From an optimization exercise on the open Yosys and OpenROAD flow, aimed at small area, a short achievable clock period and few clock cycles; shortcuts taken in it are not production practice.
The RTL was checked by simulation tests, not by an equivalence proof against the original design.
No activity file was given, so power comes from the tool's default toggle rates.

==> run.sh <==
#!/bin/bash
# synth_recipe.tcl (not shown) runs the flow's synth.tcl, then flattens the netlist and writes it again
# the make line also repeats each setting of config.mk as NAME=value (left out here)
make -C /OpenROAD-flow-scripts/flow DESIGN_CONFIG=/design/flow/config.mk WORK_HOME=/design/flow/orfs CLKGATE_MAP_FILE= SYNTH_SCRIPT=/design/flow/synth_recipe.tcl finish
==> config.mk <==
export PLATFORM = sky130hd
export DESIGN_NAME = gpu_property_tlv_parser
export DESIGN_NICKNAME = gpu_property_tlv_parser
export VERILOG_FILES = /design/flow/design.v
export SDC_FILE = /design/flow/constraint.sdc
export NUM_CORES = 4
export LEC_CHECK = 0
export CAP_MARGIN = 20
export CORE_MARGIN = 2
export CORE_UTILIZATION = 40
export SLEW_MARGIN = 20
==> constraint.sdc <==
create_clock -name core_clock -period 5.0 [get_ports {clock}]
set_input_delay 1.0000 -clock core_clock [delete_from_list [all_inputs] [get_ports {clock}]]
set_output_delay 1.0000 -clock core_clock [all_outputs]
set_load 0.01 [all_outputs]
==> design.v <==
package gptlv_pkg;
   localparam int unsigned NumFields = 10;
   localparam logic [6:0] IdProduct  = 7'd1;
   localparam logic [6:0] IdVersion  = 7'd2;
   localparam logic [6:0] IdMinorRev = 7'd3;
   localparam logic [6:0] IdMajorRev = 7'd4;
   localparam logic [6:0] IdFreq     = 7'd6;
   localparam logic [6:0] IdMemory   = 7'd12;
   localparam logic [6:0] IdShader   = 7'd25;
   localparam logic [6:0] IdTiler    = 7'd26;
   localparam logic [6:0] IdL2       = 7'd27;
   localparam logic [6:0] IdEngines  = 7'd82;
   localparam logic [1:0] STATUS_OK         = 2'd0;
   localparam logic [1:0] STATUS_TRUNCATED  = 2'd1;
   localparam logic [1:0] STATUS_NO_PRODUCT = 2'd2;
endpackage
module gpu_property_tlv_parser (
   input  logic         clock,
   input  logic         reset,
   input  logic         req_tvalid,
   output logic         req_tready,
   input  logic [7:0]   req_tdata,
   input  logic         req_tlast,
   output logic         rsp_tvalid,
   input  logic         rsp_tready,
   output logic [399:0] rsp_tdata,
   output logic [1:0]   rsp_tuser
);
   logic        val_ff;       
   logic [2:0]  pos_ff;       
   logic [1:0]  len_ff;       
   logic [6:0]  idlo_ff;      
   logic        hiz_ff;       
   logic [7:0][7:0] acc_ff;   
   logic [9:0]  csel_ff;      
   logic [1:0]  clen_ff;      
   logic        seen_ff;      
   logic        fin_ff;       
   logic        trunc_ff;     
   logic        busy_ff;      
   logic        clr_ff;       
   logic        p2_ff;        
   logic        p2st_ff;      
   logic        rvalid_ff;
   logic [1:0]  status_ff;
   logic        rdy_ff;
   logic [399:0] store_ff;
   logic        accept, tl_acc, hand, pres;
   logic [2:0]  last_pos;
   logic        val_done;
   logic        val_d;
   logic        busy_d, p2_d;
   logic [9:0]  match;
   logic        trunc_now;
   assign accept = req_tvalid && rdy_ff;
   assign tl_acc = accept && req_tlast;
   assign hand   = rvalid_ff && rsp_tready;
   assign pres   = p2_ff && (clr_ff || !busy_ff);
   always_comb begin
      case (len_ff)
         2'd0:    last_pos = 3'd0;
         2'd1:    last_pos = 3'd1;
         2'd2:    last_pos = 3'd3;
         default: last_pos = 3'd7;
      endcase
   end
   assign val_done  = val_ff && (pos_ff == last_pos);
   assign trunc_now = val_ff ? !val_done : (pos_ff[1:0] == 2'd3);
   always_comb begin
      match = '0;
      if (hiz_ff) begin
         case (idlo_ff)
            gptlv_pkg::IdProduct:  match[0] = 1'b1;
            gptlv_pkg::IdVersion:  match[1] = 1'b1;
            gptlv_pkg::IdMinorRev: match[2] = 1'b1;
            gptlv_pkg::IdMajorRev: match[3] = 1'b1;
            gptlv_pkg::IdFreq:     match[4] = 1'b1;
            gptlv_pkg::IdMemory:   match[5] = 1'b1;
            gptlv_pkg::IdShader:   match[6] = 1'b1;
            gptlv_pkg::IdTiler:    match[7] = 1'b1;
            gptlv_pkg::IdL2:       match[8] = 1'b1;
            gptlv_pkg::IdEngines:  match[9] = 1'b1;
            default: ;
         endcase
      end
   end
   always_comb begin
      val_d = val_ff;
      if (reset) val_d = 1'b0;
      else if (accept) begin
         if (req_tlast) val_d = 1'b0;
         else if (val_ff) val_d = !val_done;
         else val_d = (pos_ff[1:0] == 2'd3);
      end
   end
   always_comb begin
      busy_d = busy_ff;
      p2_d   = p2_ff;
      if (reset) begin
         busy_d = 1'b0;
         p2_d   = 1'b0;
      end else begin
         if (tl_acc && !busy_ff) busy_d = 1'b1;
         else if (pres) busy_d = 1'b1;
         else if (clr_ff) busy_d = 1'b0;
         if (tl_acc && busy_ff) p2_d = 1'b1;
         else if (pres) p2_d = 1'b0;
      end
   end
   always_ff @(posedge clock) begin
      if (reset) begin
         val_ff <= 1'b0;
         pos_ff <= '0;
      end else if (accept) begin
         val_ff <= val_d;
         if (req_tlast) begin
            pos_ff <= '0;
         end else if (val_ff) begin
            pos_ff <= val_done ? 3'd0 : pos_ff + 3'd1;
         end else begin
            pos_ff <= (pos_ff[1:0] == 2'd3) ? 3'd0 : pos_ff + 3'd1;
         end
      end
   end
   always_ff @(posedge clock) begin
      if (accept && !val_ff) begin
         case (pos_ff[1:0])
            2'd0: begin
               len_ff       <= req_tdata[1:0];
               idlo_ff[5:0] <= req_tdata[7:2];
            end
            2'd1: begin
               idlo_ff[6] <= req_tdata[0];
               hiz_ff     <= (req_tdata[7:1] == 7'd0);
            end
            default: hiz_ff <= hiz_ff && (req_tdata == 8'd0);
         endcase
      end
   end
   for (genvar i = 0; i < 8; i++) begin : g_lane
      always_ff @(posedge clock) begin
         if (accept && val_ff && pos_ff == 3'(i)) acc_ff[i] <= req_tdata;
      end
   end
   always_ff @(posedge clock) begin
      if (reset) begin
         csel_ff <= '0;
         fin_ff  <= 1'b0;
         seen_ff <= 1'b0;
      end else begin
         csel_ff <= (accept && val_done) ? match : 10'd0;
         fin_ff  <= tl_acc && !busy_ff;
         if (fin_ff) seen_ff <= 1'b0;
         else if (csel_ff[0]) seen_ff <= 1'b1;
      end
      clen_ff  <= len_ff;
      trunc_ff <= trunc_now;
   end
   always_ff @(posedge clock) begin
      if (reset) begin
         rvalid_ff <= 1'b0;
         clr_ff    <= 1'b1;
         rdy_ff    <= 1'b1;
      end else begin
         if (fin_ff || pres) rvalid_ff <= 1'b1;
         else if (hand) rvalid_ff <= 1'b0;
         clr_ff <= hand;
         rdy_ff <= !p2_d && !(busy_d && val_d);
      end
      busy_ff <= busy_d;
      p2_ff   <= p2_d;
      if (tl_acc && busy_ff) p2st_ff <= trunc_now;
      if (fin_ff) begin
         if (trunc_ff) status_ff <= gptlv_pkg::STATUS_TRUNCATED;
         else if (seen_ff || csel_ff[0]) status_ff <= gptlv_pkg::STATUS_OK;
         else status_ff <= gptlv_pkg::STATUS_NO_PRODUCT;
      end else if (pres) begin
         status_ff <= p2st_ff ? gptlv_pkg::STATUS_TRUNCATED : gptlv_pkg::STATUS_NO_PRODUCT;
      end
   end
   logic [63:0] src;
   logic [9:0]  load;
   for (genvar b = 0; b < 8; b++) begin : g_src
      logic keep;
      assign keep = !clr_ff && (clen_ff == 2'd3 || (clen_ff == 2'd2 && b < 4) ||
                                (clen_ff == 2'd1 && b < 2) || b == 0);
      assign src[8*b +: 8] = keep ? acc_ff[b] : 8'd0;
   end
   assign load = csel_ff | {10{clr_ff}};
   always_ff @(posedge clock) begin
      if (load[0]) store_ff[31:0]    <= src[31:0];
      if (load[1]) store_ff[47:32]   <= src[15:0];
      if (load[2]) store_ff[63:48]   <= src[15:0];
      if (load[3]) store_ff[79:64]   <= src[15:0];
      if (load[4]) store_ff[111:80]  <= src[31:0];
      if (load[5]) store_ff[175:112] <= src;
      if (load[6]) store_ff[239:176] <= src;
      if (load[7]) store_ff[303:240] <= src;
      if (load[8]) store_ff[367:304] <= src;
      if (load[9]) store_ff[399:368] <= src[31:0];
   end
   assign req_tready = rdy_ff;
   assign rsp_tvalid = rvalid_ff;
   assign rsp_tuser  = status_ff;
   assign rsp_tdata  = store_ff;
endmodule
==> results.txt, run 1 <==
Synth area leader edfxtp_1; Worst EP required 4000 ps; Hold WC Path Type flip-flop to flip-flop; Worst setup SP type flip-flop; Worst Setup Slack, final 2450 ps; share of cells above drive strength 1 7.93%; post-DP HPWL 27000 um; Die Width 204 um; Setup TNS 0 ps; number of global-route vias before repair 7994; GRT overflow 0; fmax 393 MHz; FFs w/ async S/R, synth 0%; Hold Fails Final Rpt 0; via count 8122; Port Buffers 416; worst hold margin 421 ps; Post-CTS Repair Setup Buffers 0; initial antenna violation count 0; fin. max-slew vios 0; unrepaired setup endpoints after global routing no; Lkg Pwr 7.93 nW; crit path DAT 1550 ps; Critical Path End Type output pin; Crit Path Class flip-flop to output pin; Layout fillers 3042; Post-synth top flop edfxtp_1; post_cts resized 0; Synth warnings 1; Die Height 204 um; Period minus WS final 2550 ps; synth top area cells edfxtp_1 89%, dfxtp_1 3.0%, and3_1 1.5%; Antenna Diode Count 0; #FFs+latches synth 501; worst ir drop on vdd 0.000262 V; # setup viols final 0; hold buffers post-CTS 0; H-tree depth 2; largest net degree at the start of global routing 49; Post-route DRC 0; period utilization 50.9%; # IOs 417; CP max stage delay 580 ps; clock latency (worst-skew pair) 570 ps; worst path bufs/invs 1; Num CTS Buffers 48; CTS root buffer clkbuf_16; Synth Net Count 712; Setup Slack @ Placement 1990 ps; Power Dens Cells 406 nW/um2; Post-synth EDFFs 477; area of the multi-input gates 1160 um2; clk buf depth 3; CP delay by family, top buffers and inverters; CTS tree yes; fin util 56.4%; worst-margin pin slew 1070 ps; per-cell routed wire length 23.7 um; register area 14800 um2; Yosys cell types 43; sequential area share after synthesis 92.3%; slew margin rel. 28.8%; largest fanout on the critical path 5; Die Area 41700 um2; initial drt markers 582; clock transition at the registers of the reported paths 60 ps; DR vias/cell 4.75; status complete, no violations; number of antenna-violating nets in the routed design 0; Avg Cell Area, Syn 23.2 um2; most common cell in the netlist edfxtp_1; Netlist Area Pre-Place 16000 um2; Initial Util 40.5%; Worst Skew 21.4 ps; slowest CP cell clkdlybuf4s50_1; fin cells 1711; Overall Global Routing Usage 19.2%; core area 39600 um2; Post-synth top cells 477 x edfxtp_1, 38 x and3_1, 27 x and2_1, 24 x dfxtp_1, 14 x nor2_1; gpl congestion 0.776; CP Cell Sequence clkdlybuf4s50_1; Placed Cells 1623; # clock sinks 501; Layout area overhead 39.4%; post-synth top area share 89.3%; site row count 73; drt pass-1 iters 4; first-pass GRT wire length 56900 um; cells after synthesis 692; fin nets 1168; final wirelength 40500 um; MaxCap Viol Count 0
[cells by family (layout without fill, tap and decap cells)]
family | Yosys count | after routing | synth area share (%)
XOR/XNOR | 1 | 1 | 0.0546
buffers and inverters | 21 | 515 | 0.585
flip-flops | 501 | 501 | 92.3
multiplexers | 1 | 1 | 0.0702
adder cells (fa/ha/maj) | 7 | 7 | 0.546
AO/OA/AOI/OAI | 20 | 20 | 0.999
AND/OR/NAND/NOR | 141 | 141 | 5.44
[routing by layer]
| metal | GRT usage, % | up-vias | part of all wire [%] |
|---|---|---|---|
| met2 | 31.7 | 358 | 49 |
| met4 | 6.57 | 0 | 3.1 |
| met1 | 25.1 | 4076 | 41 |
| met5 | 0 | - | 0 |
| li1 | - | 3620 | - |
| met3 | 4.53 | 68 | 6.5 |
[layout make-up]
cell class	count	area share [%]
Multi-Input combinational cell	170	5.20
Timing Repair Buffer	421	18.8
Inverter	6	0.101
Tap cell	525	2.94
Clock inverter	20	0.890
Sequential cell	501	66.2
Clock buffer	68	5.89
[where the power goes]
part | total (mW) | leakage (nW) | switching, mW | internal, mW
logic | 0.694 | 2.17 | 0.363 | 0.331
registers | 4.89 | 5.02 | 0.0701 | 4.82
clock network | 3.49 | 0.742 | 1.45 | 2.04
[final timing paths]
path	slack (ps)	endpoint	cells after the start	from
max	2450	req_tready	1	rdy_ff
min	420	clen_ff[0]	0	len_ff[0]
max reg2reg	2550	store_ff[227]	2	clr_ff
min reg2reg	420	clen_ff[0]	0	len_ff[0]
[through the flow]
step / total power [mW] / area, um2
final: 9.07 / 22400
after global routing: 9.36 / 22400
after CTS: 9.18 / 22400
after global placement: 5.68 / 20800
after floorplan: 5.18 / 16000
after detailed placement: 5.68 / 20800
[state kept, by name, indices dropped and copies added (netlist names), 2 cells and up]
register / flops
acc_ff: 64
clen_ff: 2
csel_ff: 10
idlo_ff: 7
len_ff: 2
pos_ff: 3
status_ff: 2
store_ff: 400
[placed cells by master, fill, tap and decap left out, types with 2 or more instances in the layout]
| master | instances |
|---|---|
| clkbuf_16 | 49 |
| nand2b_1 | 3 |
| bufinv_16 | 4 |
| clkbuf_1 | 17 |
| nand2_1 | 5 |
| ha_1 | 7 |
| edfxtp_1 | 477 |
| nand3_1 | 2 |
| clkdlybuf4s50_1 | 416 |
| or2_2 | 6 |
| clkinv_2 | 7 |
| inv_1 | 6 |
| and3_1 | 38 |
| clkinv_1 | 7 |
| and2_1 | 27 |
| nor4_1 | 9 |
| dfxtp_1 | 24 |
| buf_4 | 5 |
| and3_2 | 2 |
| a21oi_1 | 5 |
| o21ai_0 | 3 |
| nor3b_1 | 2 |
| or2_4 | 5 |
| nor2b_1 | 10 |
| nor2_1 | 14 |
| a22o_1 | 2 |
| clkbuf_8 | 2 |
| nor3_1 | 6 |
Testbench counts, summed over its fixed seeds: cycles 28,137.
==> run 2: changes to the inputs <==
--- a/config.mk
+++ b/config.mk
@@ -8,4 +8,5 @@
 export CAP_MARGIN = 20
 export CORE_MARGIN = 2
 export CORE_UTILIZATION = 40
+export SETUP_SLACK_MARGIN = 3.2
 export SLEW_MARGIN = 20
==> results.txt, run 2 <==
Post-synth top flop edfxtp_1; Post-route DRC 0 (unchanged); initial antenna violation count 0 (unchanged); Initial Util 40.5% (unchanged); register area 14800 um2 (about the same); fin. max-slew vios 0 (unchanged); Synth warnings 1 (unchanged); #FFs+latches synth 501 (unchanged); Worst Setup Slack, final 2820 ps (+368 ps); first-pass GRT wire length 59800 um (+5.1%); drt pass-1 iters 5 (+1); most common cell in the netlist edfxtp_1; Worst Skew 9.61 ps (-11.8 ps); Critical Path End Type output pin; # setup viols final 0 (unchanged); fin cells 1727 (+0.94%); Antenna Diode Count 0 (unchanged); clock transition at the registers of the reported paths 60 ps (about the same); Met1 Wirelength 17500 um (+4.9%); Layout area overhead 29.9%; slew margin rel. 37.2% (+8.3 points); CP delay by family, top flip-flops; hold depth 0 (unchanged); area of the multi-input gates 1340 um2 (+16%); clk buf depth 3 (unchanged); Placed Cells 1622 (-0.062%); metal2 WL 21200 um (+6.3%); Overall Global Routing Usage 20.1% (+0.95 points); fmax 459 MHz (+17%); setup slack, reg-to-reg 3160 ps (+610 ps); site row count 73 (unchanged); GRT overflow 0 (unchanged); FF-to-FF Start len_ff[0]; number of antenna-violating nets in the routed design 0 (unchanged); Hold EP clen_ff[0]; Worst setup SP type flip-flop; largest net degree at the start of global routing 34 (-31%); Worst EP required 4000 ps (about the same); R2R Path End pos_ff[1]; # clock sinks 501 (unchanged); CTS tree yes; core area 39600 um2 (unchanged); status complete, no violations; Period minus WS final 2180 ps (-368 ps); initial drt markers 550 (-5.5%); Layout fillers 3271 (+7.5%); Lkg Pwr 8.36 nW (+5.4%); per-cell routed wire length 24.9 um (+5.1%); gpl congestion 0.777 (about the same); hold_sp len_ff[0]; DR vias/cell 4.80 (+1.2%); Power Dens Cells 443 nW/um2 (+9.1%); most frequent cells in the layout 477 x edfxtp_1, 387 x buf_2, 51 x clkbuf_16; Synth area leader edfxtp_1; CP Cell Sequence buf_6; Hold WC Path Type flip-flop to flip-flop; Die Area 41700 um2 (unchanged); worst ir drop on vdd 0.000291 V (+11%); most flop-heavy register store_ff; Die Width 204 um (unchanged); H-tree depth 2 (unchanged); cells after synthesis 692 (unchanged); top sig layer met4; largest fanout on the critical path 1 (-4); Yosys cell types 43 (unchanged); final wirelength 43000 um (+6.1%); Pwr Total 9.22 mW (+1.6%); clock latency (worst-skew pair) 570 ps (about the same); Netlist Area Pre-Place 16000 um2 (unchanged); slowest CP cell edfxtp_1; post-synth top area share 89.3% (unchanged); Synth Net Count 712 (unchanged); Post-synth EDFFs 477 (unchanged); Crit Path Class flip-flop to output pin; Setup Slack @ Placement 2010 ps (+21.1 ps); crit path DAT 1180 ps (-370 ps); Post-synth top cells 477 x edfxtp_1, 38 x and3_1, 27 x and2_1, 24 x dfxtp_1, 14 x nor2_1; Port Buffers 416 (unchanged); Avg Cell Area, Syn 23.2 um2 (unchanged); via count 8297 (+2.2%); share of cells above drive strength 1 45.3% (+37 points); post-DP HPWL 26600 um (-1.3%); Setup crit start store_ff[191]; Hold Fails Final Rpt 0 (unchanged); max reg flops 400 (unchanged); fin nets 1184 (+1.4%); CP max stage delay 450 ps (-130 ps); sequential area share after synthesis 92.3% (unchanged); Met3 Wirelength 3170 um (+21%); commonest non-fill, non-tap cell in the layout edfxtp_1; MaxCap Viol Count 0 (unchanged); period utilization 43.6% (-7.4 points); worst-margin pin slew 940 ps (-125 ps); largest registers store_ff x400, acc_ff x64, csel_ff x10; FFs w/ async S/R, synth 0% (unchanged); Num CTS Buffers 50 (+4.2%); worst r2r path cells 4 (+2); Setup TNS 0 ps (unchanged); CTS root buffer clkbuf_16; Die Height 204 um (unchanged); number of global-route vias before repair 8212 (+2.7%); worst path bufs/invs 1 (unchanged); synth top area cells edfxtp_1 89%, dfxtp_1 3.0%, and3_1 1.5%; unrepaired setup endpoints after global routing yes; # IOs 417 (unchanged)
run 2: through the flow:
step,utilization [%],hold WS (ps),instance area [um2]
2_1_floorplan,-,403,16100
3_3_place_gp,52.7,428,20900
3_5_place_dp,52.7,432,20900
4_1_cts,52.2,446,20700
5_1_grt,52.6,488,20800
6_report,52.6,462,20800
run 2: repair_timing:
item / CTS / global route
setup endpoints to repair: 1209 / 519
cloned: 7 / 1
pin swaps: 5 / 9
gates resized for setup: 1647 / 41
buffers inserted: 5 / 2
hold buffers: 0 / 0
run 2: cell families (layout without fill, tap and decap cells):
logic type	after synthesis	after routing	synth area share, %
flip-flops	501	501	92.3
multiplexers	1	1	0.0702
XOR/XNOR	1	1	0.0546
buffers and inverters	21	523	0.585
AND/OR/NAND/NOR	141	148	5.44
adder cells (fa/ha/maj)	7	7	0.546
AO/OA/AOI/OAI	20	21	0.999
run 2: layout make-up:
| type | instances | share of cell area (%) |
|---|---|---|
| Clock inverter | 31 | 1.73 |
| Clock buffer | 59 | 6.27 |
| Multi-Input combinational cell | 178 | 6.45 |
| Inverter | 6 | 0.108 |
| Sequential cell | 501 | 71.1 |
| Tap cell | 525 | 3.15 |
| Timing Repair Buffer | 427 | 11.2 |
run 2: power breakdown:
part	internal (mW)	switching (mW)	total, mW
clock	2.28	1.51	3.79
sequential	4.81	0.0675	4.88
combinational	0.171	0.378	0.549
total	7.26	1.96	9.22
run 2: worst max path at each step:
stage                     end  slack, ps  cells after the start
2_1_floorplan      csel_ff[3]       2790                      5
3_3_place_gp        len_ff[0]       2070                      3
3_5_place_dp       idlo_ff[5]       2010                      3
4_1_cts        rsp_tdata[127]       2780                      1
5_1_grt        rsp_tdata[191]       2790                      1
6_report       rsp_tdata[191]       2820                      1
run 2: layer usage:
metal / up-vias / global-route usage, %
met3: 60 / 5.20
met2: 340 / 33.2
li1: 3670 / -
met1: 4227 / 26.3
met4: 0 / 6.50
met5: - / 0
==> run 3: changes to the inputs <==
--- a/config.mk
+++ b/config.mk
@@ -8,5 +8,7 @@
 export CAP_MARGIN = 20
 export CORE_MARGIN = 2
 export CORE_UTILIZATION = 40
-export SETUP_SLACK_MARGIN = 3.2
+export CTS_BUF_LIST = sky130_fd_sc_hd__clkbuf_8
+export CTS_CLUSTER_SIZE = 30
+export SETUP_SLACK_MARGIN = 3.4
 export SLEW_MARGIN = 20
==> results.txt, run 3 <==
Port Buffers 416 (unchanged); # setup viols final 0 (unchanged); Worst setup SP type flip-flop; CP max stage delay 460 ps (about the same); Layout area overhead 30.3%; Hold WC Path Type flip-flop to flip-flop; Netlist Area Pre-Place 16000 um2 (unchanged); worst ir drop on vdd 0.000237 V (-18%); gpl congestion 0.753 (-3.1%); Critical Path End Type output pin; most flop-heavy register store_ff; clock latency (worst-skew pair) 620 ps (+50 ps); worst hold margin 463 ps (+0.508 ps); drt pass-1 iters 5 (unchanged); Power Dens Cells 414 nW/um2 (-6.5%); status complete, no violations; Synth area leader edfxtp_1; Post-route DRC 0 (unchanged); crit path DAT 1240 ps (+60 ps); unrepaired setup endpoints after global routing yes; initial antenna violation count 0 (unchanged); CTS tree yes; CP delay by family, top flip-flops; commonest non-fill, non-tap cell in the layout edfxtp_1; most common cell in the netlist edfxtp_1; Pwr Total 8.65 mW (-6.2%); Crit Path Class flip-flop to output pin; sequential area share after synthesis 92.3% (unchanged); Post-synth EDFFs 477 (unchanged); slew margin rel. 37.3% (+0.094 points); largest fanout on the critical path 1 (unchanged); post-DP HPWL 27100 um (+2.0%); H-tree depth 3 (+1); period utilization 44.8% (+1.3 points); Die Width 204 um (unchanged); worst-margin pin slew 939 ps (-1.41 ps); GRT overflow 0 (unchanged); via count 8593 (+3.6%); most frequent cells in the layout 477 x edfxtp_1, 387 x buf_2, 88 x clkbuf_8; Die Area 41700 um2 (unchanged); slowest CP cell edfxtp_1; final wirelength 45200 um (+5.2%); Antenna Diode Count 0 (unchanged); post-synth top area share 89.3% (unchanged); Period minus WS final 2240 ps (+63.4 ps); number of global-route vias before repair 8754 (+6.6%); Num CTS Buffers 80 (+60%); share of cells above drive strength 1 48.8% (+3.5 points); CP Cell Sequence buf_2; Post-synth top flop edfxtp_1; CTS root buffer clkbuf_8; clk buf depth 3 (unchanged); Initial Util 40.5% (unchanged); Post-synth top cells 477 x edfxtp_1, 38 x and3_1, 27 x and2_1, 24 x dfxtp_1, 14 x nor2_1; per-cell routed wire length 25.3 um (+1.6%); Yosys cell types 43 (unchanged); site row count 73 (unchanged); fin util 52.7% (+0.17 points); number of antenna-violating nets in the routed design 0 (unchanged); worst path bufs/invs 1 (unchanged); Lkg Pwr 8.55 nW (+2.3%); Avg Cell Area, Syn 23.2 um2 (unchanged); largest net degree at the start of global routing 35 (+2.9%); #FFs+latches synth 501 (unchanged); Setup TNS 0 ps (unchanged); fin nets 1226 (+3.5%); FFs w/ async S/R, synth 0% (unchanged); MaxCap Viol Count 0 (unchanged); first-pass GRT wire length 62600 um (+4.7%); cells after synthesis 692 (unchanged); Overall Global Routing Usage 21.3% (+1.2 points); synth top area cells edfxtp_1 89%, dfxtp_1 3.0%, and3_1 1.5%; Worst Skew 30.1 ps (+20.5 ps); Worst EP required 4000 ps (about the same); largest registers store_ff x400, acc_ff x64, csel_ff x10; core area 39600 um2 (unchanged); # clock sinks 501 (unchanged); initial drt markers 625 (+14%); fin. max-slew vios 0 (unchanged); DR vias/cell 4.81 (about the same); Synth Net Count 712 (unchanged); Hold Fails Final Rpt 0 (unchanged); clock transition at the registers of the reported paths 60 ps (about the same); fmax 446 MHz (-2.8%); # IOs 417 (unchanged); max reg flops 400 (unchanged); Die Height 204 um (unchanged); Synth warnings 1 (unchanged)
==> run 3: cells by family after synthesis <==
group	after synthesis	synth area share, %
xor+xnor	1	0.0546
mux	1	0.0702
compound gates	20	0.999
flops	501	92.3
fa+ha+maj	7	0.546
simple gates	141	5.44
buf+inv	21	0.585
==> run 3: path summary, 6_finish.rpt <==
kind	start	end	slack (ps)	cells after the start
setup / recovery	store_ff[180]	rsp_tdata[180]	2760	1
hold / removal	len_ff[1]	clen_ff[1]	460	0
setup reg to reg	len_ff[0]	p2st_ff	3300	5
hold reg to reg	len_ff[1]	clen_ff[1]	460	0
==> run 3: layout make-up <==
class | instances | area (um2)
inverter | 6 | 22.5
sequential | 501 | 14800
fill | 3291 | 18700
multi-input combinational | 180 | 1500
clock inverter | 51 | 246
clock buffer | 88 | 1210
timing repair buffer | 437 | 2450
tap | 525 | 657
==> run 3: metrics by stage <==
stage / cells / cell area (um2) / worst slack (ps)
finish: 1788 / 20900 / 2760
global route: 1788 / 20900 / 2710
CTS: 1785 / 20700 / 2700
detailed placement: 1623 / 20900 / 1960
global placement: 1623 / 20900 / 2040
floorplan: 692 / 16100 / 2790
==> run 3: worst register-to-register path, delay by kind of cell, from the launching register on <==
family,cells,cell delay [ps]
flip-flops,1,440
AO/OA/AOI/OAI,3,550
buffers and inverters,1,200
AND/OR/NAND/NOR,1,260
==> run 3: timing repair <==
action / in CTS / in global routing
pin swaps: 16 / 5
gates resized for setup: 1678 / 60
endpoints found under the hold margin: 0 / 0
setup buffers: 13 / 3
cloned: 10 / 0
hold buffers: 0 / 0
setup endpoints to repair: 1277 / 787
==> run 3: power by group <==
group          switching, mW  internal, mW
combinational          0.394         0.181
clock                   1.53          1.67
sequential            0.0664          4.82
==> run 3: per-layer routing <==
metal,vias up,wire length [um],track usage [%]
met2,385,22700,35.3
met3,70,3270,5.45
met1,4386,18100,27.3
met4,0,1170,7.95
li1,3752,-,-
met5,-,0,0
==> run 4: changes to the inputs <==
--- a/config.mk
+++ b/config.mk
@@ -8,7 +8,7 @@
 export CAP_MARGIN = 20
 export CORE_MARGIN = 2
 export CORE_UTILIZATION = 40
-export CTS_BUF_LIST = sky130_fd_sc_hd__clkbuf_8
-export CTS_CLUSTER_SIZE = 30
-export SETUP_SLACK_MARGIN = 3.4
+export CTS_CLUSTER_DIAMETER = 50
+export CTS_CLUSTER_SIZE = 35
+export SETUP_SLACK_MARGIN = 3.3
 export SLEW_MARGIN = 20
==> results.txt, run 4 <==
CP Cell Sequence buf_6; Antenna Diode Count 0 (unchanged); clock transition at the registers of the reported paths 80 ps (+20 ps); FF-to-FF Start clr_ff; top sig layer met4; initial antenna violation count 0 (unchanged); # IOs 417 (unchanged); CTS tree yes; clock power share 38.9% (+2.0 points); drt pass-1 iters 5 (unchanged); cells after synthesis 692 (unchanged); Worst EP required 4000 ps (about the same); Synth warnings 1 (unchanged); largest net degree at the start of global routing 49 (+40%); slowest CP cell edfxtp_1; core area 39600 um2 (unchanged); # clock sinks 501 (unchanged); first-pass GRT wire length 58200 um (-7.0%); Overall Global Routing Usage 19.4% (-1.9 points); Synth area leader edfxtp_1; clk buf depth 3 (unchanged); worst hold margin 479 ps (+16.1 ps); Setup TNS 0 ps (unchanged); hold depth 0 (unchanged); share of cells above drive strength 1 47.0% (-1.8 points); slew margin rel. 45.8% (+8.5 points); synth top area cells edfxtp_1 89%, dfxtp_1 3.0%, and3_1 1.5%; #FFs+latches synth 501 (unchanged); Setup crit start store_ff[128]; GRT overflow 0 (unchanged); worst-margin pin slew 812 ps (-127 ps); Layout area overhead 29.5%; MaxCap Viol Count 0 (unchanged); Initial Util 40.5% (unchanged); Netlist Area Pre-Place 16000 um2 (unchanged); DR vias/cell 4.81 (+0.15%); CP delay by family, top flip-flops; crit path DAT 1150 ps (-90 ps); CP max stage delay 440 ps (-20 ps); most flop-heavy register store_ff; Die Width 204 um (unchanged); Hold Fails Final Rpt 0 (unchanged); setup slack, reg-to-reg 3230 ps (-70 ps); fin. max-slew vios 0 (unchanged); FFs w/ async S/R, synth 0% (unchanged); Num CTS Buffers 43 (-46%); final wirelength 43100 um (-4.7%); metal2 WL 21200 um (-6.6%); Yosys cell types 43 (unchanged); Net Sw Frac 23.7% (+0.65 points); Die Height 204 um (unchanged); period utilization 43.0% (-1.8 points); # setup viols final 0 (unchanged); Post-synth EDFFs 477 (unchanged); post-DP HPWL 26900 um (-0.74%); Post-synth top flop edfxtp_1; Hold WC Path Type flip-flop to flip-flop; most common cell in the netlist edfxtp_1; Critical Path End Type output pin; Worst setup SP type flip-flop; per-cell routed wire length 24.9 um (-1.4%); Port Buffers 416 (unchanged); largest fanout on the critical path 1 (unchanged); initial drt markers 618 (-1.1%); Hold EP clen_ff[1]; CTS root buffer clkbuf_16; combinational cell fraction of total power 6.4% (-0.2 points); number of global-route vias before repair 8052 (-8.0%); Die Area 41700 um2 (unchanged); commonest non-fill, non-tap cell in the layout edfxtp_1; Crit Path Class flip-flop to output pin; via count 8317 (-3.2%); status complete, no violations; Met3 Wirelength 2880 um (-12%); Pint 6.79 mW (+1.9%); H-tree depth 2 (-1); Post-route DRC 0 (unchanged); unrepaired setup endpoints after global routing yes; clock latency (worst-skew pair) 580 ps (-40 ps); post-synth top area share 89.3% (unchanged); gpl congestion 0.806 (+7.1%); site row count 73 (unchanged); fmax 465 MHz (+4.2%); Met1 Wirelength 18200 um (+0.36%); Synth Net Count 712 (unchanged); Period minus WS final 2150 ps (-91.3 ps); max reg flops 400 (unchanged); number of antenna-violating nets in the routed design 0 (unchanged); largest registers store_ff x400, acc_ff x64, csel_ff x10; worst r2r path cells 3 (-2); Reg power frac 54.7% (-1.7 points); R2R Path End store_ff[391]; hold_sp len_ff[1]; Avg Cell Area, Syn 23.2 um2 (unchanged); Worst Skew 27.1 ps (-3.00 ps); worst ir drop on vdd 0.000306 V (+29%); most frequent cells in the layout 477 x edfxtp_1, 393 x buf_2, 45 x clkbuf_16; Power Dens Cells 428 nW/um2 (+3.5%); hold buffers post-CTS 0 (unchanged); Lkg Pwr 8.36 nW (-2.2%); sequential area share after synthesis 92.3% (unchanged); worst path bufs/invs 1 (unchanged); P_sw 2.10 mW (+5.7%); fin nets 1190 (-2.9%); Post-synth top cells 477 x edfxtp_1, 38 x and3_1, 27 x and2_1, 24 x dfxtp_1, 14 x nor2_1
## run 4: final cells by class
type | instances | area, um2
well taps | 525 | 657
flip-flops and latches | 501 | 14800
inverters | 6 | 22.5
clock buffers | 47 | 1130
fillers | 3280 | 18900
multi-input cells | 179 | 1350
repair buffers | 439 | 2430
clock inverters | 31 | 363
## run 4: repair_timing
action | CTS | global route
resized for setup | 1659 | 45
setup buffers | 9 | 8
pin swaps | 10 | 12
gates cloned | 1 | 8
endpoints found under the setup margin | 927 | 877
## run 4: power groups by stage
stage               Clock (mW)  Combinational [mW]  Sequential (mW)
floorplan                    0               0.114             5.06
detailed placement           0               0.719             4.97
global placement             0               0.713             4.97
CTS                       3.54               0.555             4.87
finish                    3.46               0.569             4.87
global route              3.69               0.605             4.89
## run 4: stage by stage
step / total power [mW] / instance area [um2] / util, % / setup WS, ps / instances
2_1_floorplan: 5.18 / 16100 / - / 2790 / 692
3_3_place_gp: 5.68 / 20900 / 52.7 / 2060 / 1623
3_5_place_dp: 5.69 / 20900 / 52.8 / 1950 / 1624
4_1_cts: 8.96 / 20500 / 51.8 / 2800 / 1712
5_1_grt: 9.18 / 20800 / 52.4 / 2790 / 1728
6_report: 8.89 / 20800 / 52.4 / 2850 / 1728
## run 4: metal layers
metal	track usage [%]	vias to the layer above
met2	32.0	320
met1	25.6	4254
met5	0	-
li1	-	3686
met4	6.08	0
met3	4.69	57
## run 4: worst max-delay path by stage
| stage | to | slack, ps | cells past startpoint |
|---|---|---|---|
| 3_5_place_dp | idlo_ff[0] | 1950 | 3 |
| 6_report | rsp_tdata[128] | 2850 | 1 |
| 5_1_grt | rsp_tdata[16] | 2790 | 1 |
| 3_3_place_gp | idlo_ff[4] | 2060 | 3 |
| 2_1_floorplan | csel_ff[3] | 2790 | 5 |
| 4_1_cts | rsp_tdata[128] | 2800 | 1 |
## run 4: cell families (layout without fill, tap and decap cells)
logic type	after synthesis	count (layout)	synth area share [%]
XOR/XNOR	1	1	0.0546
AO/OA/AOI/OAI	20	21	0.999
multiplexers	1	1	0.0702
flip-flops	501	501	92.3
adder cells (fa/ha/maj)	7	7	0.546
AND/OR/NAND/NOR	141	149	5.44
buffers and inverters	21	523	0.585
==> run 5: changes to the inputs <==
--- a/config.mk
+++ b/config.mk
@@ -8,7 +8,7 @@
 export CAP_MARGIN = 20
 export CORE_MARGIN = 2
 export CORE_UTILIZATION = 40
-export CTS_CLUSTER_DIAMETER = 50
-export CTS_CLUSTER_SIZE = 35
+export CTS_CLUSTER_DIAMETER = 60
+export CTS_CLUSTER_SIZE = 25
 export SETUP_SLACK_MARGIN = 3.3
 export SLEW_MARGIN = 20
==> results.txt, run 5 <==
drt pass-1 iters 5 (unchanged); Num CTS Buffers 35 (-19%); per-cell routed wire length 25.2 um (+1.2%); Post-synth top cells 477 x edfxtp_1, 38 x and3_1, 27 x and2_1, 24 x dfxtp_1, 14 x nor2_1; Crit Path Class flip-flop to output pin; Setup TNS 0 ps (unchanged); clk buf depth 3 (unchanged); final wirelength 43400 um (+0.75%); Layout area overhead 28.7%; site row count 73 (unchanged); Hold Fails Final Rpt 0 (unchanged); H-tree depth 2 (unchanged); hold depth 0 (unchanged); Lkg Pwr 8.30 nW (-0.74%); Reg power frac 57.1% (+2.4 points); largest registers store_ff x400, acc_ff x64, csel_ff x10; synth top area cells edfxtp_1 89%, dfxtp_1 3.0%, and3_1 1.5%; clock power share 36.1% (-2.8 points); via count 8244 (-0.88%); area of the multi-input gates 1380 um2 (+2.1%); Worst Skew 22.6 ps (-4.49 ps); unrepaired setup endpoints after global routing yes; Net Sw Frac 23.2% (-0.48 points); crit path DAT 1140 ps (about the same); most frequent cells in the layout 477 x edfxtp_1, 394 x buf_2, 37 x clkbuf_16; Layout fillers 3300 (+0.61%); period utilization 42.8% (-0.16 points); Antenna Diode Count 0 (unchanged); Die Width 204 um (unchanged); Post-synth top flop edfxtp_1; largest net degree at the start of global routing 39 (-20%); number of antenna-violating nets in the routed design 0 (unchanged); GRT overflow 0 (unchanged); share of cells above drive strength 1 47.1% (+0.11 points); # setup viols final 0 (unchanged); Worst setup SP type flip-flop; slew margin rel. 43.1% (-2.7 points); most common cell in the netlist edfxtp_1; core area 39600 um2 (unchanged); # IOs 417 (unchanged); Die Area 41700 um2 (unchanged); max reg flops 400 (unchanged); Port Buffers 416 (unchanged); Avg Cell Area, Syn 23.2 um2 (unchanged); Pint 6.55 mW (-3.6%); Yosys cell types 43 (unchanged); number of global-route vias before repair 8000 (-0.65%); worst path bufs/invs 1 (unchanged); initial drt markers 647 (+4.7%); sequential area share after synthesis 92.3% (unchanged); Critical Path End Type output pin; Post-route DRC 0 (unchanged); most flop-heavy register store_ff; Hold WC Path Type flip-flop to flip-flop; Post-synth EDFFs 477 (unchanged); clock latency (worst-skew pair) 560 ps (-20 ps); Initial Util 40.5% (unchanged); Synth warnings 1 (unchanged); first-pass GRT wire length 59300 um (+1.8%); worst-margin pin slew 852 ps (+40.4 ps); fin nets 1191 (+0.084%); Period minus WS final 2140 ps (-8.07 ps); worst r2r path cells 5 (+2); largest fanout on the critical path 1 (unchanged); MaxCap Viol Count 0 (unchanged); Synth area leader edfxtp_1; cells after synthesis 692 (unchanged); combinational cell fraction of total power 6.8% (+0.4 points); CP delay by family, top flip-flops; CP Cell Sequence buf_6; FFs w/ async S/R, synth 0% (unchanged); Die Height 204 um (unchanged); DR vias/cell 4.79 (-0.47%); fmax 467 MHz (+0.38%); initial antenna violation count 1 (+1); Overall Global Routing Usage 20.1% (+0.64 points); CTS root buffer clkbuf_16; post-synth top area share 89.3% (unchanged); status complete, no violations; Crit. path cell count 1 (unchanged); worst hold margin 491 ps (+11.8 ps); gpl congestion 0.806 (unchanged); # clock sinks 501 (unchanged); CTS tree yes; post-DP HPWL 26900 um (unchanged); Worst EP required 4000 ps (about the same); fin. max-slew vios 0 (unchanged); slowest CP cell edfxtp_1; worst ir drop on vdd 0.000346 V (+13%); clock transition at the registers of the reported paths 90 ps (about the same); commonest non-fill, non-tap cell in the layout edfxtp_1; P_sw 1.97 mW (-6.1%); Netlist Area Pre-Place 16000 um2 (unchanged); Synth Net Count 712 (unchanged); CP max stage delay 440 ps (about the same); register area 14800 um2 (unchanged); Power Dens Cells 413 nW/um2 (-3.6%); #FFs+latches synth 501 (unchanged)
run 5: what timing repair did:
action                                   CTS  global route
setup buffers                             11            14
gates cloned                               8             2
endpoints found under the setup margin   925           670
pin swaps                                 13            15
hold endpoints to repair                   0             0
hold buffers                               0             0
gates resized for setup                 1671            50
run 5: final timing paths:
path,startpoint,end,slack [ps]
worst max register to register,pos_ff[0],p2st_ff,3270
worst min-delay path,len_ff[1],clen_ff[1],490
worst max-delay path,store_ff[128],rsp_tdata[128],2860
worst min register to register,len_ff[1],clen_ff[1],490
run 5: through the flow:
stage,instances,setup WS (ps),cell area (um2),total power [mW],utilization (%)
after floorplan,692,2790,16100,5.18,-
after detailed placement,1624,1950,20900,5.69,52.8
after global placement,1623,2060,20900,5.68,52.7
final,1721,2860,20600,8.52,52.1
after CTS,1705,2800,20400,8.59,51.5
after global routing,1721,2810,20600,8.80,52.1
run 5: power by group through the flow:
stage	combinational [mW]	clock (mW)	sequential [mW]
2_1_floorplan	0.114	0	5.06
3_3_place_gp	0.713	0	4.97
3_5_place_dp	0.719	0	4.97
4_1_cts	0.570	3.16	4.87
5_1_grt	0.616	3.30	4.88
6_report	0.580	3.08	4.86
run 5: routing by layer:
layer	wire, um	global-route usage, %	vias to the layer above
li1	-	-	3681
met1	18300	26.8	4190
met2	21300	32.7	318
met3	2860	4.70	55
met4	909	6.21	0
met5	0	0	-
run 5: area by class of cell:
| cell class | instances | share of cell area (%) |
|---|---|---|
| inverter | 6 | 0.109 |
| sequential | 501 | 71.8 |
| clock buffer | 39 | 4.54 |
| multi-input combinational | 180 | 6.70 |
| clock inverter | 23 | 1.53 |
| tap | 525 | 3.18 |
| timing repair buffer | 447 | 12.1 |
run 5: cell families after synthesis:
group | synth area share, %
flip-flops | 92.3
multiplexers | 0.0702
adder cells (fa/ha/maj) | 0.546
buffers and inverters | 0.585
XOR/XNOR | 0.0546
AO/OA/AOI/OAI | 0.999
AND/OR/NAND/NOR | 5.44
==> run 6: changes to the inputs <==
--- a/design.v
+++ b/design.v
@@ -32,8 +32,7 @@
    logic [6:0]  idlo_ff;      
    logic        hiz_ff;       
    logic [7:0][7:0] acc_ff;   
-   logic [9:0]  csel_ff;      
-   logic [1:0]  clen_ff;      
+   logic        cm_ff;        
    logic        seen_ff;      
    logic        fin_ff;       
    logic        trunc_ff;     
@@ -51,6 +50,7 @@
    logic        val_d;
    logic        busy_d, p2_d;
    logic [9:0]  match;
+   logic [9:0]  csel;         
    logic        trunc_now;
    assign accept = req_tvalid && rdy_ff;
    assign tl_acc = accept && req_tlast;
@@ -84,6 +84,7 @@
          endcase
       end
    end
+   assign csel = cm_ff ? match : 10'd0;
    always_comb begin
       val_d = val_ff;
       if (reset) val_d = 1'b0;
@@ -144,16 +145,15 @@
    end
    always_ff @(posedge clock) begin
       if (reset) begin
-         csel_ff <= '0;
+         cm_ff   <= 1'b0;
          fin_ff  <= 1'b0;
          seen_ff <= 1'b0;
       end else begin
-         csel_ff <= (accept && val_done) ? match : 10'd0;
+         cm_ff   <= accept && val_done;
          fin_ff  <= tl_acc && !busy_ff;
          if (fin_ff) seen_ff <= 1'b0;
-         else if (csel_ff[0]) seen_ff <= 1'b1;
-      end
-      clen_ff  <= len_ff;
+         else if (csel[0]) seen_ff <= 1'b1;
+      end
       trunc_ff <= trunc_now;
    end
    always_ff @(posedge clock) begin
@@ -172,7 +172,7 @@
       if (tl_acc && busy_ff) p2st_ff <= trunc_now;
       if (fin_ff) begin
          if (trunc_ff) status_ff <= gptlv_pkg::STATUS_TRUNCATED;
-         else if (seen_ff || csel_ff[0]) status_ff <= gptlv_pkg::STATUS_OK;
+         else if (seen_ff || csel[0]) status_ff <= gptlv_pkg::STATUS_OK;
          else status_ff <= gptlv_pkg::STATUS_NO_PRODUCT;
       end else if (pres) begin
          status_ff <= p2st_ff ? gptlv_pkg::STATUS_TRUNCATED : gptlv_pkg::STATUS_NO_PRODUCT;
@@ -182,11 +182,11 @@
    logic [9:0]  load;
    for (genvar b = 0; b < 8; b++) begin : g_src
       logic keep;
-      assign keep = !clr_ff && (clen_ff == 2'd3 || (clen_ff == 2'd2 && b < 4) ||
-                                (clen_ff == 2'd1 && b < 2) || b == 0);
+      assign keep = !clr_ff && (len_ff == 2'd3 || (len_ff == 2'd2 && b < 4) ||
+                                (len_ff == 2'd1 && b < 2) || b == 0);
       assign src[8*b +: 8] = keep ? acc_ff[b] : 8'd0;
    end
-   assign load = csel_ff | {10{clr_ff}};
+   assign load = csel | {10{clr_ff}};
    always_ff @(posedge clock) begin
       if (load[0]) store_ff[31:0]    <= src[31:0];
       if (load[1]) store_ff[47:32]   <= src[15:0];
==> results.txt, run 6 <==
Pwr Total 8.62 mW (+1.1%); commonest non-fill, non-tap cell in the layout edfxtp_1; # setup viols final 0 (unchanged); Period minus WS final 2160 ps (+22.6 ps); Avg Cell Area, Syn 23.4 um2 (+0.83%); Power Dens Cells 387 nW/um2 (-6.3%); FFs w/ async S/R, synth 0% (unchanged); clock latency (worst-skew pair) 560 ps (about the same); Hold WC Path Type flip-flop to flip-flop; post-synth top area share 90.7% (+1.4 points); number of antenna-violating nets in the routed design 0 (unchanged); Pint 6.59 mW (+0.63%); Setup TNS 0 ps (unchanged); crit path DAT 1160 ps (+20 ps); number of global-route vias before repair 8788 (+9.9%); largest net degree at the start of global routing 49 (+26%); Reg power frac 55.5% (-1.6 points); site row count 72 (-1.4%); cells after synthesis 676 (-2.3%); most frequent cells in the layout 477 x edfxtp_1, 388 x buf_2, 43 x clkbuf_16; drt pass-1 iters 5 (unchanged); Worst setup SP type flip-flop; Post-DP Area 20900 um2 (-0.22%); fin. max-slew vios 0 (unchanged); CTS root buffer clkbuf_16; # clock sinks 490 (-2.2%); clk buf depth 3 (unchanged); Synth Net Count 696 (-2.2%); final instance area 22300 um2 (+7.9%); Worst Skew 21.1 ps (-1.48 ps); #FFs+latches synth 490 (-2.2%); Hold Fails Final Rpt 0 (unchanged); clock power share 35.4% (-0.7 points); Layout fillers 2997 (-9.2%); DR vias/cell 4.99 (+4.1%); synth top area cells edfxtp_1 91%, dfxtp_1 1.6%, and3_1 1.4%; Overall Global Routing Usage 22.6% (+2.6 points); Port Buffers 416 (unchanged); FF-to-FF Start idlo_ff[5]; Lkg Pwr 9.01 nW (+8.5%); core area 38800 um2 (-2.1%); H-tree depth 2 (unchanged); post-DP HPWL 26500 um (-1.6%); Netlist Area Pre-Place 15800 um2 (-1.5%); share of cells above drive strength 1 51.7% (+4.6 points); sequential area share after synthesis 92.3% (about the same); fin nets 1252 (+5.1%); Die Area 41100 um2 (-1.5%); CTS tree yes; most flop-heavy register store_ff; Layout area overhead 41.0%; Num CTS Buffers 37 (+5.7%); Net Sw Frac 23.5% (+0.37 points); Die Height 203 um (-0.74%); Synth warnings 1 (unchanged); Post-synth top cells 477 x edfxtp_1, 36 x and3_1, 25 x and2_1, 14 x clkbuf_1, 13 x dfxtp_1; worst-margin pin slew 876 ps (+23.4 ps); largest registers store_ff x400, acc_ff x64, idlo_ff x7; slowest CP cell edfxtp_1; hold_sp busy_ff; via count 8846 (+7.3%); status complete, no violations; most common cell in the netlist edfxtp_1; MaxCap Viol Count 0 (unchanged); period utilization 43.3% (+0.45 points); Antenna Diode Count 0 (unchanged); worst ir drop on vdd 0.000358 V (+3.5%); CP max stage delay 440 ps (about the same); gpl congestion 0.766 (-5.0%); Synth area leader edfxtp_1; CP delay by family, top flip-flops; Post-route DRC 0 (unchanged); max reg flops 400 (unchanged); initial drt markers 608 (-6.0%); worst path bufs/invs 1 (unchanged); # IOs 417 (unchanged); initial antenna violation count 0 (-1); per-cell routed wire length 27.1 um (+7.6%); Die Width 203 um (-0.74%); Yosys cell types 49 (+14%); Initial Util 40.7% (+0.23 points); combinational cell fraction of total power 9.1% (+2.3 points); Post-synth top flop edfxtp_1; unrepaired setup endpoints after global routing yes; Critical Path End Type output pin; first-pass GRT wire length 65500 um (+10%); fmax 462 MHz (-1.0%); final wirelength 48200 um (+11%); slew margin rel. 41.5% (-1.6 points); fin util 57.4% (+5.3 points); Worst EP required 4000 ps (about the same); CP Cell Sequence buf_2; clock transition at the registers of the reported paths 90 ps (about the same); P_sw 2.03 mW (+2.7%); largest fanout on the critical path 1 (unchanged); Setup crit start store_ff[261]; GRT overflow 0 (unchanged); Crit Path Class flip-flop to output pin; Post-synth EDFFs 477 (unchanged)
-- run 6: cell families after synthesis --
| family | count (synthesis) | share of synthesized area, % |
|---|---|---|
| DFF | 490 | 92.3 |
| and+or+nand+nor | 127 | 5.14 |
| AOI/OAI and AO/OA | 29 | 1.38 |
| buffers and inverters | 22 | 0.539 |
| adders and majority gates | 7 | 0.554 |
| muxes | 1 | 0.0713 |
-- run 6: final timing paths --
check	cells after the start	endpoint	slack, ps
worst min-delay path	2	p2_ff	520
worst max register to register	8	store_ff[75]	2860
worst min register to register	2	p2_ff	520
worst max-delay path	1	rsp_tdata[261]	2840
-- run 6: stage by stage --
step	hold slack, ps	std cells	setup slack, ps
6_report	520	1774	2840
5_1_grt	552	1774	2790
4_1_cts	506	1758	2790
3_5_place_dp	495	1601	2400
3_3_place_gp	494	1599	2330
2_1_floorplan	464	676	2470
-- run 6: area by class of cell --
| class | instances | area [um2] | area share [%] |
|---|---|---|---|
| clock buffer | 41 | 951 | 4.27 |
| clock inverter | 22 | 303 | 1.36 |
| inverter | 6 | 26.3 | 0.118 |
| multi-input combinational | 183 | 1810 | 8.14 |
| sequential | 490 | 14600 | 65.5 |
| tap | 518 | 648 | 2.91 |
| timing repair buffer | 514 | 3940 | 17.7 |
-- run 6: per-layer routing --
metal | up-vias | global-route usage (%) | part of all wire, %
met5 | - | 0 | 0
met3 | 77 | 5.54 | 6.4
met1 | 4579 | 29.3 | 41
li1 | 3828 | - | -
met2 | 362 | 37.7 | 50
met4 | 0 | 7.51 | 3.0
-- run 6: power by group through the flow --
| stage | clock [mW] | combinational (mW) | sequential (mW) |
|---|---|---|---|
| 4_1_cts | 3.12 | 0.754 | 4.78 |
| 6_report | 3.05 | 0.784 | 4.78 |
| 2_1_floorplan | 0 | 0.124 | 4.98 |
| 3_3_place_gp | 0 | 0.721 | 4.89 |
| 3_5_place_dp | 0 | 0.730 | 4.89 |
| 5_1_grt | 3.26 | 0.820 | 4.80 |
-- run 6: timing repair --
action                                  in CTS  in global routing
gates cloned                                35                  9
endpoints found under the setup margin    1045                957
pin swaps                                   20                 10
setup buffers                               59                  7
hold buffers                                 0                  0
resized for setup                         1732                 72
-- run 6: worst reg2reg max path: stages, from the launching register on --
cell and delay, ps:
edfxtp_1 410, and4bb_2 350, buf_6 110, buf_6 100
buf_6 100, nand3_4 90, buf_6 140, o31ai_4 320
clkbuf_16 240
Testbench counts of run 6, summed over its fixed seeds: cycles 28,137.
==> run 7: changes to the inputs <==
--- a/design.v
+++ b/design.v
@@ -32,7 +32,7 @@
    logic [6:0]  idlo_ff;      
    logic        hiz_ff;       
    logic [7:0][7:0] acc_ff;   
-   logic        cm_ff;        
+   logic [9:0]  lsel_ff;      
    logic        seen_ff;      
    logic        fin_ff;       
    logic        trunc_ff;     
@@ -84,7 +84,7 @@
          endcase
       end
    end
-   assign csel = cm_ff ? match : 10'd0;
+   assign csel = clr_ff ? 10'd0 : lsel_ff;
    always_comb begin
       val_d = val_ff;
       if (reset) val_d = 1'b0;
@@ -145,11 +145,12 @@
    end
    always_ff @(posedge clock) begin
       if (reset) begin
-         cm_ff   <= 1'b0;
+         lsel_ff <= '1;
          fin_ff  <= 1'b0;
          seen_ff <= 1'b0;
       end else begin
-         cm_ff   <= accept && val_done;
+         lsel_ff <= (accept && val_done) ? match : 10'd0;
+         if (hand) lsel_ff <= '1;
          fin_ff  <= tl_acc && !busy_ff;
          if (fin_ff) seen_ff <= 1'b0;
          else if (csel[0]) seen_ff <= 1'b1;
@@ -186,7 +187,7 @@
                                 (len_ff == 2'd1 && b < 2) || b == 0);
       assign src[8*b +: 8] = keep ? acc_ff[b] : 8'd0;
    end
-   assign load = csel | {10{clr_ff}};
+   assign load = lsel_ff;
    always_ff @(posedge clock) begin
       if (load[0]) store_ff[31:0]    <= src[31:0];
       if (load[1]) store_ff[47:32]   <= src[15:0];
==> results.txt, run 7 <==
CP max stage delay 480 ps (+40 ps); fmax 451 MHz (-2.4%); crit path DAT 1220 ps (+60 ps); fin. max-slew vios 0 (unchanged); Setup TNS 0 ps (unchanged); Avg Cell Area, Syn 23.2 um2 (-0.60%); Synth area leader edfxtp_1; most frequent cells in the layout 477 x edfxtp_1, 391 x buf_2, 37 x clkbuf_16; number of global-route vias before repair 8038 (-8.5%); H-tree depth 2 (unchanged); initial antenna violation count 2 (+2); Period minus WS final 2220 ps (+53.7 ps); clock transition at the registers of the reported paths 80 ps (about the same); Critical Path End Type output pin; Post-synth top flop edfxtp_1; largest registers store_ff x400, acc_ff x64, lsel_ff x10; Layout fillers 3205 (+6.9%); Die Area 41500 um2 (+0.99%); Worst EP required 4000 ps (about the same); share of cells above drive strength 1 46.1% (-5.5 points); FFs w/ async S/R, synth 0% (unchanged); Net Sw Frac 22.8% (-0.72 points); max reg flops 400 (unchanged); site row count 73 (+1.4%); Netlist Area Pre-Place 16000 um2 (+1.0%); setup slack, reg-to-reg 3230 ps (+370 ps); GRT overflow 0 (unchanged); cells after synthesis 687 (+1.6%); clk buf depth 3 (unchanged); post-synth top area share 89.8% (-0.91 points); worst path bufs/invs 1 (unchanged); fin util 51.9% (-5.5 points); Placed Cells 1619 (+1.1%); DR vias/cell 4.76 (-4.5%); Num CTS Buffers 36 (-2.7%); # setup viols final 0 (unchanged); Reg power frac 57.8% (+2.3 points); via count 8118 (-8.2%); worst hold margin 510 ps (-10.3 ps); clock latency (worst-skew pair) 560 ps (about the same); P_sw 1.94 mW (-4.4%); fin cells 1705 (-3.9%); Initial Util 40.3% (-0.34 points); Power Dens Cells 414 nW/um2 (+7.1%); Setup Slack @ Placement 2250 ps (-149 ps); largest net degree at the start of global routing 38 (-22%); post-DP HPWL 27500 um (+3.7%); slowest CP cell edfxtp_1; Post-synth top cells 477 x edfxtp_1, 40 x and3_1, 26 x and2_1, 22 x dfxtp_1, 13 x clkbuf_1; most flop-heavy register store_ff; # clock sinks 499 (+1.8%); gpl congestion 0.796 (+3.8%); Die Width 204 um (+0.50%); Yosys cell types 38 (-22%); drt pass-1 iters 4 (-1); first-pass GRT wire length 58000 um (-11%); Hold WC Path Type flip-flop to flip-flop; worst-margin pin slew 1070 ps (+191 ps); fin nets 1173 (-6.3%); hold buffers post-CTS 0 (unchanged); FF-to-FF Start len_ff[1]; unrepaired setup endpoints after global routing yes; Post-DP Area 20800 um2 (-0.18%); status complete, no violations; worst ir drop on vdd 0.000309 V (-14%); hold_sp busy_ff; synth top area cells edfxtp_1 90%, dfxtp_1 2.8%, and3_1 1.6%; MaxCap Viol Count 0 (unchanged); CP delay by family, top flip-flops; Hold Fails Final Rpt 0 (unchanged); initial drt markers 582 (-4.3%); CTS root buffer clkbuf_16; largest fanout on the critical path 1 (unchanged); Setup crit start store_ff[23]; Post-synth EDFFs 477 (unchanged); commonest non-fill, non-tap cell in the layout edfxtp_1; number of antenna-violating nets in the routed design 0 (unchanged); CP Cell Sequence buf_2; Overall Global Routing Usage 19.6% (-3.0 points); combinational cell fraction of total power 6.1% (-3.0 points); Crit Path Class flip-flop to output pin; # IOs 417 (unchanged); core area 39500 um2 (+1.9%); sequential area share after synthesis 92.5% (+0.20 points); most common cell in the netlist edfxtp_1; #FFs+latches synth 499 (+1.8%); Synth Net Count 707 (+1.6%); Lkg Pwr 8.19 nW (-9.0%); per-cell routed wire length 24.6 um (-9.5%); slew margin rel. 28.8% (-13 points); Worst setup SP type flip-flop; CTS tree yes; period utilization 44.4% (+1.1 points); final wirelength 41900 um (-13%); Pint 6.56 mW (-0.44%); clock power share 36.1% (+0.7 points); Synth warnings 1 (unchanged); Die Height 204 um (+0.50%); Worst Setup Slack, final 2780 ps (-53.7 ps); Post-route DRC 0 (unchanged); Layout area overhead 28.5%; Pwr Total 8.50 mW (-1.4%); Port Buffers 416 (unchanged); Worst Skew 29.6 ps (+8.43 ps); final instance area 20500 um2 (-7.9%)
run 7: changes by cell type in the layout (fill, tap and decap cells not counted), moves of 5 or more:
cell	change
buf_6	-17
clkinv_8	-5
buf_12	-27
buf_8	-8
clkbuf_2	-7
and2_1	+5
dfxtp_2	+6
clkbuf_16	-6
nor3_1	+7
buf_16	-21
nand2_8	-22
dlygate4sd2_1	+6
run 7: cells by family after synthesis:
logic type,after synthesis,share of synthesized area [%]
muxes,1,0.0706
buffers and inverters,25,0.682
and+or+nand+nor,124,4.69
adders and majority gates,7,0.549
AOI/OAI and AO/OA,31,1.49
DFF,499,92.5
run 7: worst paths after layout:
kind,endpoint,cells past startpoint
worst max-delay path,rsp_tdata[23],1
worst min-delay path,p2_ff,2
worst max register to register,lsel_ff[6],6
worst min register to register,p2_ff,2
run 7: power by group through the flow:
stage	clock network, mW	registers, mW	logic [mW]
2_1_floorplan	0	5.11	0.0647
3_3_place_gp	0	5.02	0.672
3_5_place_dp	0	5.02	0.674
4_1_cts	3.14	4.92	0.515
5_1_grt	3.29	4.94	0.553
6_report	3.07	4.91	0.520
run 7: routing by layer:
layer	up-vias	share of wire (%)	GRT usage, %
li1	3645	-	-
met1	4111	42	26.5
met2	296	49	31.7
met3	64	7.0	4.22
met4	2	2.5	6.73
met5	-	0.031	0
run 7: timing repair:
action	4_1_cts	5_1_grt
pin swaps	5	13
cloned	4	0
setup endpoints to repair	918	618
resized for setup	1653	42
setup buffers	10	7
run 7: cell type report:
class	count	area (um2)	area share, %
diodes	1	2.50	0.0122
well taps	525	657	3.20
flip-flops and latches	499	14800	72.1
repair buffers	441	2420	11.8
clock inverters	22	293	1.43
inverters	9	33.8	0.165
clock buffers	42	945	4.61
multi-input cells	166	1360	6.64
Testbench counts of run 7, summed over its fixed seeds: cycles 28,137.
==> run 8: changes to the inputs <==
--- a/config.mk
+++ b/config.mk
@@ -10,5 +10,6 @@
 export CORE_UTILIZATION = 40
 export CTS_CLUSTER_DIAMETER = 60
 export CTS_CLUSTER_SIZE = 25
-export SETUP_SLACK_MARGIN = 3.3
+export PLACE_DENSITY = 0.45
+export SETUP_SLACK_MARGIN = 2.9
 export SLEW_MARGIN = 20
==> results.txt, run 8 <==
largest net degree at the start of global routing 49 (+29%); Die Width 204 um (unchanged); most common cell in the netlist edfxtp_1; Avg Cell Area, Syn 23.2 um2 (unchanged); clock latency (worst-skew pair) 570 ps (about the same); met3 usage 5.00% (+0.78 points); fin nets 1157 (-1.4%); #FFs+latches synth 499 (unchanged); DR vias/cell 4.74 (-0.55%); Post-route DRC 0 (unchanged); sequential area share after synthesis 92.5% (unchanged); initial drt markers 487 (-16%); MaxCap Viol Count 0 (unchanged); Worst setup SP type flip-flop; Die Area 41500 um2 (unchanged); Setup TNS 0 ps (unchanged); max reg flops 400 (unchanged); Port Buffers 416 (unchanged); commonest non-fill, non-tap cell in the layout edfxtp_1; hold buffers post-CTS 0 (unchanged); Layout area overhead 27.2%; post-DP HPWL 26900 um (-2.1%); fin util 51.3% (-0.51 points); worst-margin pin slew 971 ps (-95.4 ps); CP max stage delay 420 ps (-60 ps); Post-synth top cells 477 x edfxtp_1, 40 x and3_1, 26 x and2_1, 22 x dfxtp_1, 13 x clkbuf_1; Worst Skew 24.8 ps (-4.80 ps); # clock sinks 499 (unchanged); Antenna Diode Count 0 (-1); Overall Global Routing Usage 19.9% (+0.24 points); most flop-heavy register store_ff; Netlist Area Pre-Place 16000 um2 (unchanged); period utilization 42.9% (-1.5 points); synth top area cells edfxtp_1 90%, dfxtp_1 2.8%, and3_1 1.6%; core area 39500 um2 (unchanged); Yosys cell types 38 (unchanged); # IOs 417 (unchanged); CP Cell Sequence buf_2; site row count 73 (unchanged); worst ir drop on vdd 0.000243 V (-21%); via count 8007 (-1.4%); Lkg Pwr 8.11 nW (-1.0%); Initial Util 40.3% (unchanged); most frequent cells in the layout 477 x edfxtp_1, 384 x buf_2, 39 x clkbuf_16; largest fanout on the critical path 1 (unchanged); drt pass-1 iters 4 (unchanged); FFs w/ async S/R, synth 0% (unchanged); Hold WC Path Type flip-flop to flip-flop; status complete, no violations; largest registers store_ff x400, acc_ff x64, lsel_ff x10; CP delay by family, top flip-flops; Top Usage Layer GRT met2; clk buf depth 3 (unchanged); Synth area leader edfxtp_1; Critical Path End Type output pin; slew margin rel. 35.2% (+6.4 points); initial antenna violation count 0 (-2); Worst EP required 4000 ps (about the same); final wirelength 41800 um (-0.14%); Synth Net Count 707 (unchanged); number of antenna-violating nets in the routed design 0 (unchanged); Period minus WS final 2140 ps (-73.2 ps); Post-synth top flop edfxtp_1; slowest CP cell edfxtp_1; CTS tree yes; cells after synthesis 687 (unchanged); share of cells above drive strength 1 44.0% (-2.1 points); Hold Fails Final Rpt 0 (unchanged); Layout fillers 3303 (+3.1%); Die Height 204 um (unchanged); Post-synth EDFFs 477 (unchanged); GRT overflow 0 (unchanged); worst path bufs/invs 1 (unchanged); gpl congestion 0.773 (-2.9%); Num CTS Buffers 37 (+2.8%); fin. max-slew vios 0 (unchanged); GR Util met1 25.8% (-0.67 points); clock transition at the registers of the reported paths 80 ps (about the same); per-cell routed wire length 24.7 um (+0.69%); Power Dens Cells 425 nW/um2 (+2.5%); number of global-route vias before repair 7992 (-0.57%); first-pass GRT wire length 58500 um (+0.74%); CTS root buffer clkbuf_16; # setup viols final 0 (unchanged); post-synth top area share 89.8% (unchanged); H-tree depth 2 (unchanged); Crit Path Class flip-flop to output pin; Synth warnings 1 (unchanged); met2 Use GR 32.8% (+1.1 points); unrepaired setup endpoints after global routing yes; fmax 466 MHz (+3.4%); crit path DAT 1140 ps (-80 ps)
## run 8: cell counts after synthesis
Identical to the previous run, type by type.
## run 8: cell type report
class / count / area, um2 / share of cell area (%)
clock buffer: 41 / 993 / 4.89
multi-input combinational: 163 / 1130 / 5.56
sequential: 499 / 14800 / 72.8
clock inverter: 27 / 338 / 1.66
timing repair buffer: 427 / 2370 / 11.7
inverter: 9 / 33.8 / 0.166
tap: 525 / 657 / 3.23
## run 8: power breakdown
part / total [mW] / leakage, nW / switching, mW / internal (mW)
clock network: 3.21 / 0.633 / 1.54 / 1.67
logic: 0.508 / 2.47 / 0.339 / 0.169
registers: 4.91 / 5.01 / 0.108 / 4.80
## run 8: kinds of logic (layout without fill, tap and decap cells)
group	Yosys count	count (layout)	share of synthesized area (%)
flip-flops	499	499	92.5
AND/OR/NAND/NOR	124	124	4.69
AO/OA/AOI/OAI	31	31	1.49
buffers and inverters	25	504	0.682
adder cells (fa/ha/maj)	7	7	0.549
multiplexers	1	1	0.0706
## run 8: final timing paths
check / start / endpoint / slack (ps) / cells after the start
max: store_ff[207] / rsp_tdata[207] / 2860 / 1
min: seen_ff / seen_ff / 510 / 2
max reg2reg: clr_ff / store_ff[132] / 3050 / 2
min reg2reg: seen_ff / seen_ff / 510 / 2
## run 8: stage by stage
stage	worst slack (ps)	cell area, um2	hold slack (ps)	power (mW)	std cells
floorplan	2900	16000	452	5.18	687
global placement	1990	20800	479	5.70	1618
detailed placement	2020	20800	495	5.70	1618
CTS	2800	20200	509	8.72	1690
global route	2810	20300	539	8.91	1691
finish	2860	20300	510	8.62	1691
## run 8: layer usage
metal	share of wire [%]	up-vias	wire length (um)
met5	0	-	0
met4	2.4	0	1020
met3	6.5	58	2730
met2	49	283	20600
met1	42	4066	17400
li1	-	3600	-
## run 8: timing repair
| item | in CTS | in global routing |
|---|---|---|
| pin swaps | 1 | 2 |
| endpoints found under the setup margin | 500 | 416 |
| gates resized for setup | 1632 | 30 |
| endpoints found under the hold margin | 0 | 0 |
| setup buffers | 4 | 1 |

separate check: timing with driven ports:
The flow's constraints put no driver on any port. The routed layouts listed below were extracted and timed again, unchanged, in two steps. Step 1: set_driving_cell puts a clkbuf_16 on clock and a buf_2 on each other input, an assumption about the parent block. Step 2 also shifts input and output timing later by t, the mid clock arrival at the registers, as if the neighbouring blocks saw the same clock. Slacks: ideal ports / drivers / drivers and shift; pairs: ideal ports / drivers.
run | shift t [ns] | setup slack, ns | worst setup path at the end | slew at the worst register clock pin (ns) | worst slew at a driven data input, ns
run 1 | 0.612 | 2.454 / 2.405 / 1.975 | input to register | 0.06 / 0.06 | 0.06
run 2 | 0.615 | 2.822 / 2.771 / 2.608 | input to register | 0.06 / 0.06 | 0.06
run 3 | 0.657 | 2.759 / 2.711 / 2.667 | input to register | 0.06 / 0.06 | 0.06
run 4 | 0.613 | 2.850 / 2.799 / 2.720 | input to register | 0.09 / 0.09 | 0.05
run 5 | 0.597 | 2.858 / 2.807 / 2.656 | input to register | 0.09 / 0.09 | 0.06
run 6 | 0.597 | 2.836 / 2.781 / 2.805 | input to register | 0.09 / 0.09 | 0.07
run 7 | 0.594 | 2.782 / 2.732 / 2.713 | input to register | 0.09 / 0.09 | 0.06
run 8 | 0.610 | 2.855 / 2.802 / 2.423 | input to register | 0.08 / 0.08 | 0.05
After both steps setup and hold are still met in every run listed. The setup slack of run 1, which loses most, moves by -0.049 ns with the drivers and by -0.479 ns with both steps.
